From an optimization exercise on the open Yosys and OpenROAD flow, aimed at small area; shortcuts taken in it are not production practice. In this exercise RTL edits were held to simulation tests only and were not proved equivalent to the original. Power and IR drop assume default switching activity.

## pine
==> flow/design.v <==
package sram_pkg;
   typedef enum logic {
      LIMPIAR,
      ACTIVO
   } estado_e;
   localparam int unsigned MODO_LEER_PRIMERO     = 0;
   localparam int unsigned MODO_ESCRIBIR_PRIMERO = 1;
   function automatic int unsigned ancho_indice(input int unsigned n);
      ancho_indice = (n > 1) ? $clog2(n) : 1;
   endfunction
endpackage
module sram_limpieza
#(
   parameter int unsigned PROFUNDIDAD = 256,
   parameter int unsigned AW          = 8
) (
   input  logic          clk,
   input  logic          rst,
   output logic          listo,
   output logic          fase
);
   logic [AW-1:0] cnt_q;
   logic          listo_q;
   always_ff @(posedge clk) begin
      if (rst) begin
         cnt_q   <= '0;
         listo_q <= 1'b0;
      end else begin
         cnt_q <= cnt_q + AW'(1);
         if (cnt_q == AW'(PROFUNDIDAD - 1)) listo_q <= 1'b1;
      end
   end
   assign listo = listo_q;
   assign fase  = cnt_q[0];
endmodule
module sram_celda (
   input  logic clk,
   input  logic sel,
   input  logic seln,
   input  logic d,
   output logic q
);
   always_ff @(posedge clk) begin
      q <= ~((sel | q) & (seln | d));
   end
endmodule
module sram_fila (
   input  logic a,
   input  logic an,
   input  logic b,
   input  logic bn,
   output logic sel,
   output logic seln
);
   assign sel  = ~(an | bn);
   assign seln = ~(a & b);
endmodule
module sram_par (
   input  logic seln0,
   input  logic q0,
   input  logic seln1,
   input  logic q1,
   output logic y
);
   assign y = ~((seln0 | q0) & (seln1 | q1));
endmodule
module sram_or16 (
   input  logic [15:0] a,
   output logic        y
);
   assign y = |a;
endmodule
module sram_nor2 (
   input  logic [1:0] a,
   output logic       y
);
   assign y = ~|a;
endmodule
module sram_nand4 (
   input  logic [3:0] a,
   output logic       y
);
   assign y = ~&a;
endmodule
module sram_or #(
   parameter int unsigned N = 128
) (
   input  logic [N-1:0] y,
   output logic         o
);
   if (N == 128) begin : g_arbol
      logic [7:0] o16;
      logic [3:0] n2;
      for (genvar i = 0; i < 8; i++) begin : g_o16
         sram_or16 u (.a (y[16*i +: 16]), .y (o16[i]));
      end
      for (genvar i = 0; i < 4; i++) begin : g_n2
         sram_nor2 u (.a (o16[2*i +: 2]), .y (n2[i]));
      end
      sram_nand4 u_o (.a (n2), .y (o));
   end else begin : g_plano
      assign o = |y;
   end
endmodule
module sram_param
#(
   parameter int unsigned               ANCHO_DATO  = 8,
   parameter int unsigned               ANCHO_DIR   = 8,
   parameter int unsigned               PROFUNDIDAD = 2 ** ANCHO_DIR,
   parameter int unsigned               MODO_RW     = 0,
   parameter logic [ANCHO_DATO-1:0]     VALOR_INI   = '0
) (
   input  logic                  Clk,
   input  logic                  Rst,
   input  logic [ANCHO_DIR-1:0]  Dir,
   input  logic [ANCHO_DATO-1:0] Dato_e,
   input  logic                  We,
   input  logic                  En,
   output logic [ANCHO_DATO-1:0] Dato_s,
   output logic                  Valido,
   output logic                  Listo,
   output logic                  Err
);
   localparam int unsigned AW = sram_pkg::ancho_indice(PROFUNDIDAD);
   localparam int unsigned DW = ANCHO_DATO;
   localparam int unsigned AL = (AW + 1) / 2;       
   localparam int unsigned AH = AW - AL;            
   localparam int unsigned NL = 2 ** AL;
   localparam int unsigned NH = 2 ** AH;
   localparam int unsigned NP = (PROFUNDIDAD + 1) / 2;
   logic                   listo;
   logic                   limpiando;
   logic                   en_rango;
   logic                   fase_q;
   logic [NL-1:0]          pa, pan;
   logic [NH-1:0]          pb, pbn;
   logic [PROFUNDIDAD-1:0] sel, seln;
   logic [DW-1:0]          mem_q [PROFUNDIDAD];
   logic [NP-1:0]          term [DW];
   logic [DW-1:0]          leido_n;
   logic [DW-1:0]          leido;
   logic                   escribe;
   logic [DW-1:0]          nuevo;
   logic [DW-1:0]          d_col;
   logic [DW-1:0]          dato_q;
   logic                   valido_q;
   logic                   err_q;
   sram_limpieza #(
      .PROFUNDIDAD (PROFUNDIDAD),
      .AW          (AW)
   ) u_limpieza (
      .clk   (Clk),
      .rst   (Rst),
      .listo (listo),
      .fase  (fase_q)
   );
   assign limpiando = ~listo;
   assign en_rango  = (32'(Dir) < PROFUNDIDAD);
   always_comb begin
      for (int j = 0; j < NL; j++) begin
         pa[j]  = limpiando | (Dir[AL-1:0] == AL'(j));
         pan[j] = ~pa[j];
      end
      for (int k = 0; k < NH; k++) begin
         if (AH == 0) pb[k] = 1'b1;
         else         pb[k] = limpiando | (en_rango && (Dir[AW-1:AL] == (AW-AL)'(k)));
         pbn[k] = ~pb[k];
      end
   end
   for (genvar w = 0; w < PROFUNDIDAD; w++) begin : g_pal
      sram_fila u_fila (
         .a    (pa[w % NL]),
         .an   (pan[w % NL]),
         .b    (pb[w / NL]),
         .bn   (pbn[w / NL]),
         .sel  (sel[w]),
         .seln (seln[w])
      );
      for (genvar b = 0; b < DW; b++) begin : g_bit
         sram_celda u_celda (
            .clk  (Clk),
            .sel  (sel[w]),
            .seln (seln[w]),
            .d    (d_col[b]),
            .q    (mem_q[w][b])
         );
      end
   end
   for (genvar b = 0; b < DW; b++) begin : g_lee
      for (genvar p = 0; p < NP; p++) begin : g_par
         if (2 * p + 1 < PROFUNDIDAD) begin : g_dos
            sram_par u_par (
               .seln0 (seln[2*p]),
               .q0    (mem_q[2*p][b]),
               .seln1 (seln[2*p+1]),
               .q1    (mem_q[2*p+1][b]),
               .y     (term[b][p])
            );
         end else begin : g_uno
            assign term[b][p] = ~(seln[2*p] | mem_q[2*p][b]);
         end
      end
      sram_or #(.N(NP)) u_or (
         .y (term[b]),
         .o (leido_n[b])
      );
   end
   assign leido = ~leido_n ^ {DW{fase_q}};
   assign escribe = limpiando | (En & We & en_rango);
   assign nuevo   = limpiando ? VALOR_INI : Dato_e;
   assign d_col   = escribe ? (nuevo ^ {DW{fase_q}}) : ~leido_n;
   always_ff @(posedge Clk) begin
      if (Rst) begin
         dato_q   <= '0;
         valido_q <= 1'b0;
         err_q    <= 1'b0;
      end else begin
         valido_q <= 1'b0;
         err_q    <= 1'b0;
         if (listo && En) begin
            if (en_rango) begin
               valido_q <= 1'b1;
               if (We && (MODO_RW == sram_pkg::MODO_ESCRIBIR_PRIMERO)) begin
                  dato_q <= Dato_e;
               end else begin
                  dato_q <= leido;
               end
            end else begin
               dato_q <= VALOR_INI;
               err_q  <= 1'b1;
            end
         end
      end
   end
   assign Dato_s = dato_q;
   assign Valido = valido_q;
   assign Listo  = listo;
   assign Err    = err_q;
endmodule
clock: 8.0 ns
lec_check: 0
cap_margin: 0
core_margin: 2
core_utilization: 70
cts_buf_list: sky130_fd_sc_hd__clkbuf_4
cts_cluster_diameter: 50
cts_cluster_size: 10
place_density: 0.8
slew_margin: 0
synth_hierarchical: 1
run.sh (not shown) runs the stock make flow with config.mk's settings and CLKGATE_MAP_FILE= SYNTH_SCRIPT=/design/flow/synth_recipe.tcl, a recipe that flattens the netlist after the stock synthesis.
Per the final summary, pine finished and its layout is clean on timing, DRC and antenna.
The inputs of maple differ from those of pine as listed below.
Settings: CAP_MARGIN changed from 0 to 5; PLACE_DENSITY changed from 0.8 to 0.9; SLEW_MARGIN changed from 0 to 5.
==> comparison <==
- maple went all the way through the flow, and no timing, DRC or antenna check failed.
- pine went all the way through synthesis, placement and routing and the layout is clean on timing, DRC and antenna.
- STATUS overall power after layout: maple loses against pine
- Between maple and pine, the standard cell area after detailed placement does not differ in any meaningful way.
- Per the comparison of maple with pine, detailed-placement wirelength estimate lower; worst endpoint data arrival time saw an increase.
- Looking at average wire per standard cell, maple sits about 0.8% above pine.
- DRC violation count after routing essentially unchanged between pine and maple.
- Compared with pine, in maple post-layout worst setup margin shrank by 0.23 ns, synthesized cell count level.

[port drivers added, routing unchanged]
The flow's constraints put no driver on any port. The routed layouts listed below were extracted and timed again, unchanged, in two steps.
Step 1: set_driving_cell puts a clkbuf_16 on Clk and a buf_2 on each other input, an assumption about the parent block.
Step 2 times the ports against the registers' clock, not the clock port: input delays grow and output delays shrink by t, the midpoint of the rising clock arrivals with the driver on.
a / b / c = ideal / step 1 / step 2; a / b = the first two.
run | t (ns) | setup WS [ns] | hold slack, ns | latest minus earliest clock arrival (ns)
pine | 1.289 | 1.685 / 1.725 / 0.436 | 0.459 / 0.459 / 0.459 | 0.066 / 0.066
maple | 1.313 | 1.458 / 1.458 / 0.263 | 0.458 / 0.458 / 0.458 | 0.098 / 0.098
After both steps every run listed still meets setup and hold. The setup slack of pine, which loses most, moves by +0.040 ns with the drivers and by -1.249 ns with both steps.
